This is an optimization exercise on Yosys and OpenROAD, whose aim is small area and a short achievable clock period, not a production implementation.
In this exercise RTL edits were held to simulation tests only and were not proved equivalent to the original.
The clock port is modelled as an ideal driver; clocking choices that lean on that would not hold on a real chip.
Power is estimated from default activity; no workload was simulated.

## build 25
==> flow/design.v <==
module dm_dec3 (
  input  logic [2:0] a,
  output logic [7:0] y
);
  always_comb
    for (int i = 0; i < 8; i++) y[i] = (a == 3'(i));
endmodule
module dm_dec3n (
  input  logic [2:0] a,
  output logic [7:0] y_n
);
  always_comb
    for (int i = 0; i < 8; i++) y_n[i] = (a != 3'(i));
endmodule
module dm_ao8 (
  input  logic [7:0] d,
  input  logic [7:0] s,
  output logic       y
);
  assign y = |(d & s);
endmodule
module dm_en (
  input  logic nw,
  input  logic nb,
  output logic en
);
  assign en = ~(nw | nb);
endmodule
module dm_wl (
  input  logic lo_n,
  input  logic hi_n,
  output logic y
);
  assign y = ~(lo_n | hi_n);
endmodule
module dm_nor2 (
  input  logic a,
  input  logic b,
  output logic y
);
  assign y = ~(a | b);
endmodule
module dm_nand4 (
  input  logic [3:0] a,
  output logic       y
);
  assign y = ~&a;
endmodule
module dm_or8 (
  input  logic [7:0] d,
  output logic       y
);
  logic [3:0] n;
  for (genvar i = 0; i < 4; i++) begin : g_n
    dm_nor2 u_n (.a(d[2*i]), .b(d[2*i+1]), .y(n[i]));
  end
  dm_nand4 u_y (.a(n), .y(y));
endmodule
module dm_aoi22 (
  input  logic a,
  input  logic b,
  input  logic c,
  input  logic d,
  output logic y
);
  assign y = ~((a & b) | (c & d));
endmodule
module dm_nand2 (
  input  logic a,
  input  logic b,
  output logic y
);
  assign y = ~(a & b);
endmodule
module dm_nand3 (
  input  logic [2:0] a,
  output logic       y
);
  assign y = ~&a;
endmodule
module data_memory_sized #(
  parameter int DEPTH          = 64,
  parameter int ADDR_W         = $clog2(DEPTH) + 2,
  parameter bit CLEAR_ON_RESET = 1'b1
) (
  input  logic              clk,
  input  logic              rst_n,
  input  logic              mem_read,
  input  logic              mem_write,
  input  logic [1:0]        size,
  input  logic              load_unsigned,
  input  logic [ADDR_W-1:0] address,
  input  logic [31:0]       write_data,
  output logic [31:0]       read_data,
  output logic              read_valid,
  output logic              misaligned,
  output logic              busy
);
  localparam int IDX_W = ADDR_W - 2;
  logic [IDX_W-1:0] cnt;
  logic             fill, idle;
  always_ff @(posedge clk or negedge rst_n) begin
    if (!rst_n) begin
      fill <= CLEAR_ON_RESET;
      cnt  <= '0;
    end else if (fill) begin
      cnt <= cnt + 1'b1;
      if (cnt == IDX_W'(DEPTH - 1)) fill <= 1'b0;
    end
  end
  always_ff @(posedge clk or negedge rst_n) begin
    if (!rst_n)                                  idle <= ~CLEAR_ON_RESET;
    else if (fill && cnt == IDX_W'(DEPTH - 1))   idle <= 1'b1;
  end
  assign busy = ~idle;
  logic [5:0]  idx;
  logic [1:0]  ofs;
  logic        aligned, ld, st, lda;
  logic        sz_b, sz_h, sz_w;
  logic [3:0]  be;
  logic [31:0] wlane, wd;
  always_comb begin
    idx  = address[7:2];
    ofs  = address[1:0];
    sz_b = (size == 2'b00);
    sz_h = (size == 2'b01);
    sz_w = (size == 2'b10);
    aligned = sz_b | (sz_h & ~ofs[0]) | (sz_w & (ofs == 2'b00));
    ld  = mem_read & ~fill;
    lda = ld & aligned;
    st  = mem_write & ~fill & aligned;
    case (size)
      2'b00:   be = 4'b0001 << ofs;
      2'b01:   be = ofs[1] ? 4'b1100 : 4'b0011;
      2'b10:   be = 4'b1111;
      default: be = 4'b0000;
    endcase
    case (size)
      2'b00:   wlane = {4{write_data[7:0]}};
      2'b01:   wlane = {2{write_data[15:0]}};
      default: wlane = write_data;
    endcase
    wd = fill ? 32'd0 : wlane;
  end
  logic [31:0] mem [64];
  logic [7:0]  wlo, whi;
  logic [63:0] nwsel;
  logic [3:0]  nbsel;
  logic [3:0]  en [64];
  dm_dec3 u_wlo (.a(idx[2:0]), .y(wlo));
  dm_dec3 u_whi (.a(idx[5:3]), .y(whi));
  always_comb begin
    for (int w = 0; w < 64; w++) nwsel[w] = ~((whi[w/8] & wlo[w%8]) | fill);
    for (int b = 0; b < 4; b++)  nbsel[b] = ~((st & be[b]) | fill);
  end
  for (genvar w = 0; w < 64; w++) begin : g_wen
    for (genvar b = 0; b < 4; b++) begin : g_b
      dm_en u_en (.nw(nwsel[w]), .nb(nbsel[b]), .en(en[w][b]));
    end
  end
  always_ff @(posedge clk) begin
    for (int w = 0; w < 64; w++)
      for (int b = 0; b < 4; b++)
        if (en[w][b]) mem[w][8*b +: 8] <= wd[8*b +: 8];
  end
  logic [31:0] word, rd_d;
  logic [7:0]  part [32];
  logic [3:0]  sw1, sw2, sw3;
  logic [7:0]  rlo_n [4];
  logic [7:0]  rhi_n [4];
  logic [63:0] wl [4];
  for (genvar c = 0; c < 4; c++) begin : g_rdec
    dm_dec3n u_rlo (.a(idx[2:0]), .y_n(rlo_n[c]));
    dm_dec3n u_rhi (.a(idx[5:3]), .y_n(rhi_n[c]));
    for (genvar w = 0; w < 64; w++) begin : g_wl
      dm_wl u_wl (.lo_n(rlo_n[c][w%8]), .hi_n(rhi_n[c][w/8]), .y(wl[c][w]));
    end
  end
  for (genvar k = 0; k < 32; k++) begin : g_bit
    for (genvar g = 0; g < 8; g++) begin : g_grp
      logic [7:0] col;
      for (genvar i = 0; i < 8; i++) begin : g_w
        assign col[i] = mem[8*g+i][k];
      end
      dm_ao8 u_grp (.d(col), .s(wl[k/8][8*g +: 8]), .y(part[k][g]));
    end
    dm_or8 u_word (.d(part[k]), .y(word[k]));
  end
  for (genvar j = 0; j < 4; j++) begin : g_sw
    dm_or8 u_sw1 (.d(part[8*j+7]), .y(sw1[j]));
    dm_or8 u_sw2 (.d(part[8*j+7]), .y(sw2[j]));
    dm_or8 u_sw3 (.d(part[8*j+7]), .y(sw3[j]));
  end
  logic [3:0] s, ss, sb;
  logic       t1, t3, u;
  always_comb begin
    for (int j = 0; j < 4; j++) begin
      s[j]  = lda & (ofs == 2'(j));
      ss[j] = lda & ~load_unsigned &
              ((sz_b & (ofs == 2'(j))) | (sz_h & (j % 2 == 1) & (ofs == 2'(j - 1))));
      sb[j] = ss[j] & sz_b;
    end
    t1 = lda & ((sz_h & ~ofs[1]) | sz_w);
    t3 = lda & sz_h & ofs[1];
    u  = lda & sz_w;
  end
  logic        hold;
  logic [31:0] hq_n, a0_n, a1_n;
  logic [1:0]  sg1_n, sg2_n, sg3_n;
  assign hold = ~ld;
  for (genvar k = 0; k < 32; k++) begin : g_hq
    dm_nand2 u_hq (.a(hold), .b(read_data[k]), .y(hq_n[k]));
  end
  for (genvar h = 0; h < 2; h++) begin : g_sg
    dm_aoi22 u_sg1 (.a(sb[2*h]), .b(sw1[2*h]), .c(sb[2*h+1]), .d(sw1[2*h+1]), .y(sg1_n[h]));
    dm_aoi22 u_sg2 (.a(ss[2*h]), .b(sw2[2*h]), .c(ss[2*h+1]), .d(sw2[2*h+1]), .y(sg2_n[h]));
    dm_aoi22 u_sg3 (.a(ss[2*h]), .b(sw3[2*h]), .c(ss[2*h+1]), .d(sw3[2*h+1]), .y(sg3_n[h]));
  end
  for (genvar k = 0; k < 8; k++) begin : g_b0
    dm_aoi22 u_a0 (.a(s[0]), .b(word[k]), .c(s[1]), .d(word[8+k]), .y(a0_n[k]));
    dm_aoi22 u_a1 (.a(s[2]), .b(word[16+k]), .c(s[3]), .d(word[24+k]), .y(a1_n[k]));
    dm_nand3 u_d (.a({a0_n[k], a1_n[k], hq_n[k]}), .y(rd_d[k]));
  end
  for (genvar k = 8; k < 16; k++) begin : g_b1
    dm_aoi22 u_a0 (.a(t1), .b(word[k]), .c(t3), .d(word[16+k]), .y(a0_n[k]));
    dm_nand4 u_d (.a({a0_n[k], hq_n[k], sg1_n}), .y(rd_d[k]));
  end
  for (genvar k = 16; k < 32; k++) begin : g_b23
    dm_aoi22 u_a0 (.a(u), .b(word[k]), .c(hold), .d(read_data[k]), .y(a0_n[k]));
    if (k < 24) begin : g_2
      dm_nand3 u_d (.a({a0_n[k], sg2_n}), .y(rd_d[k]));
    end else begin : g_3
      dm_nand3 u_d (.a({a0_n[k], sg3_n}), .y(rd_d[k]));
    end
  end
  always_ff @(posedge clk or negedge rst_n) begin
    if (!rst_n) begin
      read_data  <= '0;
      read_valid <= 1'b0;
      misaligned <= 1'b0;
    end else begin
      read_data  <= rd_d;
      read_valid <= ld;
      misaligned <= (mem_read | mem_write) & ~fill & ~aligned;
    end
  end
endmodule
Settings: LEC_CHECK=0, CAP_MARGIN=20, CORE_MARGIN=2, CORE_UTILIZATION=65, CTS_CLUSTER_DIAMETER=60, CTS_CLUSTER_SIZE=30, SETUP_SLACK_MARGIN=2.5, SLEW_MARGIN=60, SYNTH_HIERARCHICAL=1, TNS_END_PERCENT=10; clock period 5.0 ns.
standard.sh (not shown) runs the stock make flow with config.mk's settings and CLKGATE_MAP_FILE= SYNTH_SCRIPT=/design/flow/synth_recipe.tcl, a recipe that flattens the netlist after the stock synthesis.
==> flow/flow/run.sh <==
#!/bin/bash
# Standard layout, except that the port buffers are buf_4 cells: the default pick
# (a delay cell) cannot be resized later under the platform's footprint matching.
set -euo pipefail
bash standard.sh finish 'BUFFER_PORTS_ARGS=-buffer_cell sky130_fd_sc_hd__buf_4' > make.log 2>&1
Build 25: all stages complete, timing, DRC and antenna checks passed
For build 60, these inputs were changed with respect to build 25:
==> flow/flow/run.sh <==
#!/bin/bash
# Standard layout, except that the port buffers are buf_4 cells (the default pick,
# a delay cell, cannot be resized later under the platform's footprint matching),
# and the timing repair after global routing sees 25% more wire RC.
set -euo pipefail
bash standard.sh finish 'BUFFER_PORTS_ARGS=-buffer_cell sky130_fd_sc_hd__buf_4' \
  "PRE_GLOBAL_ROUTE_TCL=$PWD/flow/scale_rc.tcl" > make.log 2>&1
==> flow/flow/scale_rc.tcl (new file) <==
# Wire RC for the optimisation steps, 25% above the platform's estimate, so that
# timing repair leaves margin for the detailed routing's parasitics.
set rc_scale 1.25
foreach {layer c r} {
  li1  1.499e-04   7.176e-02
  met1 1.72375E-04 8.929e-04
  met2 1.36233E-04 8.929e-04
  met3 2.14962E-04 1.567e-04
  met4 1.48128E-04 1.567e-04
  met5 1.54087E-04 1.781e-05
} {
  set_layer_rc -layer $layer -capacitance [expr {$c * $rc_scale}] -resistance [expr {$r * $rc_scale}]
}
set_wire_rc -signal -layer met1
set_wire_rc -clock -layer met3
### Flow results
- Compared build 60 vs build 25, and number of antenna violations at the first check in global routing is up in build 60.
- Build 25 vs build 60, highest-delay cell along the critical path: nor2_2 vs or3b_4
- As far as pre-CTS setup slack goes, build 60 and build 25 are indistinguishable; the numbers are identical.
- As far as xor and xnor fraction of the mapped netlist area goes, build 60 and build 25 are indistinguishable; the numbers are identical.
--- input diff build 60..build 17 ---
Settings: a change of SETUP_SLACK_MARGIN from 2.5 to 2.4; a deleted TNS_END_PERCENT that had been 10.
==> flow/flow/run.sh <==
#!/bin/bash
# Standard layout, except that the port buffers are buf_4 cells: the default pick
# (a delay cell) cannot be resized later under the platform's footprint matching.
set -euo pipefail
bash standard.sh finish 'BUFFER_PORTS_ARGS=-buffer_cell sky130_fd_sc_hd__buf_4' > make.log 2>&1
removed: flow/flow/scale_rc.tcl
==> comparison <==
- Highest-utilization routing layer at the global route stage: met2 -> build 60, met1 -> build 17
- Detailed-route wire length per cell, build 17 vs build 60: down slightly
- In the metrics for build 17 and build 60, the one carrying the higher overall power is build 60.
- The higher met2 global-route usage of build 17 and build 60 is in build 60.
- Build 60 vs build 17, worst setup path endpoint: read_data[29] vs read_data[14]
Here is what was changed in the inputs of build 22 compared with build 17.
Settings: putting TNS_END_PERCENT at 10 where nothing was set; swapping 2.4 for 2.5 in SETUP_SLACK_MARGIN.
==> flow/flow/run.sh <==
#!/bin/bash
# Standard layout, except that the port buffers are buf_4 cells (the default pick,
# a delay cell, cannot be resized later under the platform's footprint matching),
# and clock tree synthesis and the timing repairs after it see 25% more wire RC.
set -euo pipefail
bash standard.sh finish 'BUFFER_PORTS_ARGS=-buffer_cell sky130_fd_sc_hd__buf_4' \
  "PRE_CTS_TCL=$PWD/flow/scale_rc.tcl" "PRE_GLOBAL_ROUTE_TCL=$PWD/flow/scale_rc.tcl" > make.log 2>&1
==> flow/flow/scale_rc.tcl (new file) <==
# Wire RC for the optimisation steps, 25% above the platform's estimate, so that
# timing repair leaves margin for the detailed routing's parasitics.
set rc_scale 1.25
foreach {layer c r} {
  li1  1.499e-04   7.176e-02
  met1 1.72375E-04 8.929e-04
  met2 1.36233E-04 8.929e-04
  met3 2.14962E-04 1.567e-04
  met4 1.48128E-04 1.567e-04
  met5 1.54087E-04 1.781e-05
} {
  set_layer_rc -layer $layer -capacitance [expr {$c * $rc_scale}] -resistance [expr {$r * $rc_scale}]
}
set_wire_rc -signal -layer met1
set_wire_rc -clock -layer met3
On build 22: total routing resource utilization after global routing is 0.19 points higher than what build 17 gave.
On final cell count: between build 17 and build 22, it ends up lower for build 17.
Post-cts repair resize count, build 17 and build 22: higher on build 22
On remaining design rule violation count, build 22 tracks build 17 almost exactly.

---

Another version of the RTL of data_memory_sized (not shown whole).
Size in the first run: roughly 2100 flip-flops, about 78000 µm² of cells after synthesis.
clock: 5.0 ns
lec_check: 0
cap_margin: 20
core_margin: 2
core_utilization: 65
cts_cluster_diameter: 70
cts_cluster_size: 30
setup_slack_margin: 2.5
slew_margin: 60
synth_hierarchical: 1
tns_end_percent: 10
==> flow/flow/run.sh <==
#!/bin/bash
# Standard layout, except that the port buffers are buf_4 cells: the default pick
# (a delay cell) cannot be resized later under the platform's footprint matching.
set -euo pipefail
bash standard.sh finish 'BUFFER_PORTS_ARGS=-buffer_cell sky130_fd_sc_hd__buf_4' > make.log 2>&1
Then changed:
--- a/flow/config.mk
+++ b/flow/config.mk
@@ -10,3 +10,3 @@
 export CORE_UTILIZATION = 65
-export CTS_CLUSTER_DIAMETER = 70
+export CTS_CLUSTER_DIAMETER = 60
 export CTS_CLUSTER_SIZE = 30
The new run went through all stages and came out clean.
Power came out higher by 6.4%.
Routed wire length is higher by 0.49%.
Core utilization goes up by 0.84 points.
Register-to-register slack hardly moves.
Design area rises by 1.1%.
Synthesized cell count is unchanged.
Combinational power hardly moves.
Synthesized area is unchanged.
Global-route usage barely changes.
Worst setup slack gets better by 56 ps.

---

data_memory_sized, a different RTL version from the one above (not shown whole).
Size: about 5,300 cells after synthesis, roughly 2,100 flip-flops, roughly 82 I/O pins, ~81,000 µm² of cells after synthesis.
Design data_memory_sized, start of the top module:
module data_memory_sized #(
  parameter int DEPTH          = 64,
  parameter int ADDR_W         = $clog2(DEPTH) + 2,
  parameter bit CLEAR_ON_RESET = 1'b1
) (
  input  logic              clk,
  input  logic              rst_n,
  input  logic              mem_read,
  input  logic              mem_write,
  input  logic [1:0]        size,
  input  logic              load_unsigned,
  input  logic [ADDR_W-1:0] address,
  input  logic [31:0]       write_data,
  output logic [31:0]       read_data,
  output logic              read_valid,
  output logic              misaligned,
  output logic              busy
);
Settings: LEC_CHECK=0, CAP_MARGIN=20, CORE_MARGIN=2, CORE_UTILIZATION=65, CTS_CLUSTER_DIAMETER=60, CTS_CLUSTER_SIZE=30, SETUP_SLACK_MARGIN=2.0, SLEW_MARGIN=20; clock period 5.0 ns.
run.sh (not shown) runs the stock make flow with config.mk's settings and CLKGATE_MAP_FILE= SYNTH_SCRIPT=/design/flow/synth_recipe.tcl, a recipe that flattens the netlist after the stock synthesis.
Stock flow here: none of the scripts above is used.
The starting point finished clean.
Rerun with:
- CORE_UTILIZATION: 65 -> 40
- CTS_CLUSTER_DIAMETER: 60 -> unset
- CTS_CLUSTER_SIZE: 30 -> unset
- SETUP_SLACK_MARGIN: 2.0 -> unset
Effect:
- clock-buffer cell count went up by 115
- core utilization decreases by 33 points
- routed wire length goes down by 1.3%
- setup slack gets worse by 1.5 ns
- synthesized area stays the same
- sequential power stays flat
- power rises by 6.4%
- worst hold slack is about the same
- design area is lower by 4.0%

---

Another version of the RTL of data_memory_sized (not shown whole).
Size in the first run: ~4200 cells after synthesis, roughly 2100 flip-flops, ~82 I/O pins, ~76000 um2 of cells after synthesis.
==> flow/design.v (excerpt) <==
module data_memory_sized #(
  parameter int DEPTH          = 64,
  parameter int ADDR_W         = $clog2(DEPTH) + 2,
  parameter bit CLEAR_ON_RESET = 1'b1
) (
  input  logic              clk,
  input  logic              rst_n,
  input  logic              mem_read,
  input  logic              mem_write,
  input  logic [1:0]        size,
  input  logic              load_unsigned,
  input  logic [ADDR_W-1:0] address,
  input  logic [31:0]       write_data,
  output logic [31:0]       read_data,
  output logic              read_valid,
  output logic              misaligned,
  output logic              busy
);
  localparam int IDX_W = ADDR_W - 2;
  logic [IDX_W-1:0] cnt;
  logic             fill, idle;
  always_ff @(posedge clk or negedge rst_n) begin
    if (!rst_n) begin
      fill <= CLEAR_ON_RESET;
      cnt  <= '0;
    end else if (fill) begin
      cnt <= cnt + 1'b1;
      if (cnt == IDX_W'(DEPTH - 1)) fill <= 1'b0;
    end
  end
  always_ff @(posedge clk or negedge rst_n) begin
    if (!rst_n)                                  idle <= ~CLEAR_ON_RESET;
    else if (fill && cnt == IDX_W'(DEPTH - 1))   idle <= 1'b1;
  end
  assign busy = ~idle;
  logic [5:0]  idx;
  logic [1:0]  ofs;
  logic        aligned, ld, st, lda;
  ...
==> flow/config.mk <==
export PLATFORM = sky130hd
export DESIGN_NAME = data_memory_sized
export DESIGN_NICKNAME = data_memory_sized
export VERILOG_FILES = /design/flow/design.v
export SDC_FILE = /design/flow/constraint.sdc
export NUM_CORES = 4
export LEC_CHECK = 0
export CAP_MARGIN = 20
export CORE_MARGIN = 2
export CORE_UTILIZATION = 65
export CTS_CLUSTER_DIAMETER = 60
export CTS_CLUSTER_SIZE = 30
export SETUP_SLACK_MARGIN = 2.2
export SLEW_MARGIN = 20
export SYNTH_HIERARCHICAL = 1
==> flow/constraint.sdc <==
create_clock -name core_clock -period 5.0 [get_ports {clk}]
set_input_delay 1.0000 -clock core_clock [delete_from_list [all_inputs] [get_ports {clk}]]
set_output_delay 1.0000 -clock core_clock [all_outputs]
set_load 0.01 [all_outputs]
The first run completed without violations.
Then changed:
==> flow/flow/run.sh (new file) <==
#!/bin/bash
# Standard layout, except that the port buffers are buf_4 cells: the default pick
# (a delay cell) cannot be resized later under the platform's footprint matching.
set -euo pipefail
bash standard.sh finish 'BUFFER_PORTS_ARGS=-buffer_cell sky130_fd_sc_hd__buf_4' > make.log 2>&1
==> flow/standard.sh (new file) <==
#!/bin/bash
# synth_recipe.tcl (not shown) runs the flow's synth.tcl, then flattens the netlist and writes it again
# the make line also repeats each setting of config.mk as NAME=value (left out here)
make -C /OpenROAD-flow-scripts/flow DESIGN_CONFIG=/design/flow/config.mk WORK_HOME=/design/flow/orfs CLKGATE_MAP_FILE= SYNTH_SCRIPT=/design/flow/synth_recipe.tcl "${@:-finish}"
removed: flow/run.sh
The new run completed with no timing, DRC or antenna violations.
Non-clock buffer count falls by 142.
Die area is unchanged.
Area after synthesis does not change.
Count of clock-buffer cells in the layout rose by 6.
Register-to-register slack loses 0.22 ns.
Via count fell by a few percent.

## what the ideal ports hide
In the flow no input, the clock included, has a driving cell. The finished layouts below were timed again as built, in two steps. Step 1 assumes that a clkbuf_16 drives the clock port and a buf_2 every other input. Step 2, shift: input delay + t, output delay - t, t = (earliest + latest rising clock arrival at the registers) / 2. This alone moves slack from input paths to output paths. Three values: ideal ports, drivers, drivers and shift; two values: the first two.
run | shift t [ns] | setup WS [ns] | hold WS [ns] | worst slew at a driven data input, ns
build 25 | 0.865 | 2.326 / 2.056 / 1.191 | 0.121 / 0.088 / 0.457 | 0.45
build 60 | 0.869 | 2.359 / 1.977 / 1.108 | 0.144 / 0.103 / 0.457 | 0.54
build 17 | 0.870 | 2.279 / 2.044 / 1.174 | 0.121 / 0.086 / 0.455 | 0.41
build 22 | 0.863 | 2.301 / 2.028 / 1.166 | 0.132 / 0.094 / 0.456 | 0.46
the first run of note 2 | 0.851 | 2.287 / 1.974 / 1.123 | 0.137 / 0.092 / 0.477 | 0.52
the second run of note 2 | 0.883 | 2.342 / 2.172 / 1.289 | 0.099 / 0.058 / 0.476 | 0.37
the first run of note 3 | 0.922 | 1.727 / 1.615 / 0.693 | 0.161 / 0.099 / 0.470 | 0.20
the second run of note 3 | 0.941 | 0.271 / 0.326 / -0.614 | 0.161 / 0.110 / 0.468 | 0.08
the first run of note 4 | 0.843 | 2.005 / 1.878 / 1.035 | 0.327 / 0.260 / 0.475 | 0.25
the second run of note 4 | 0.839 | 2.019 / 1.910 / 1.072 | 0.243 / 0.204 / 0.473 | 0.24
Met with ideal ports but missed after step 2: setup timing in the second run of note 3. For build 60, which loses most, drivers alone change the setup slack by -0.382 ns; drivers and shift together by -1.251 ns.
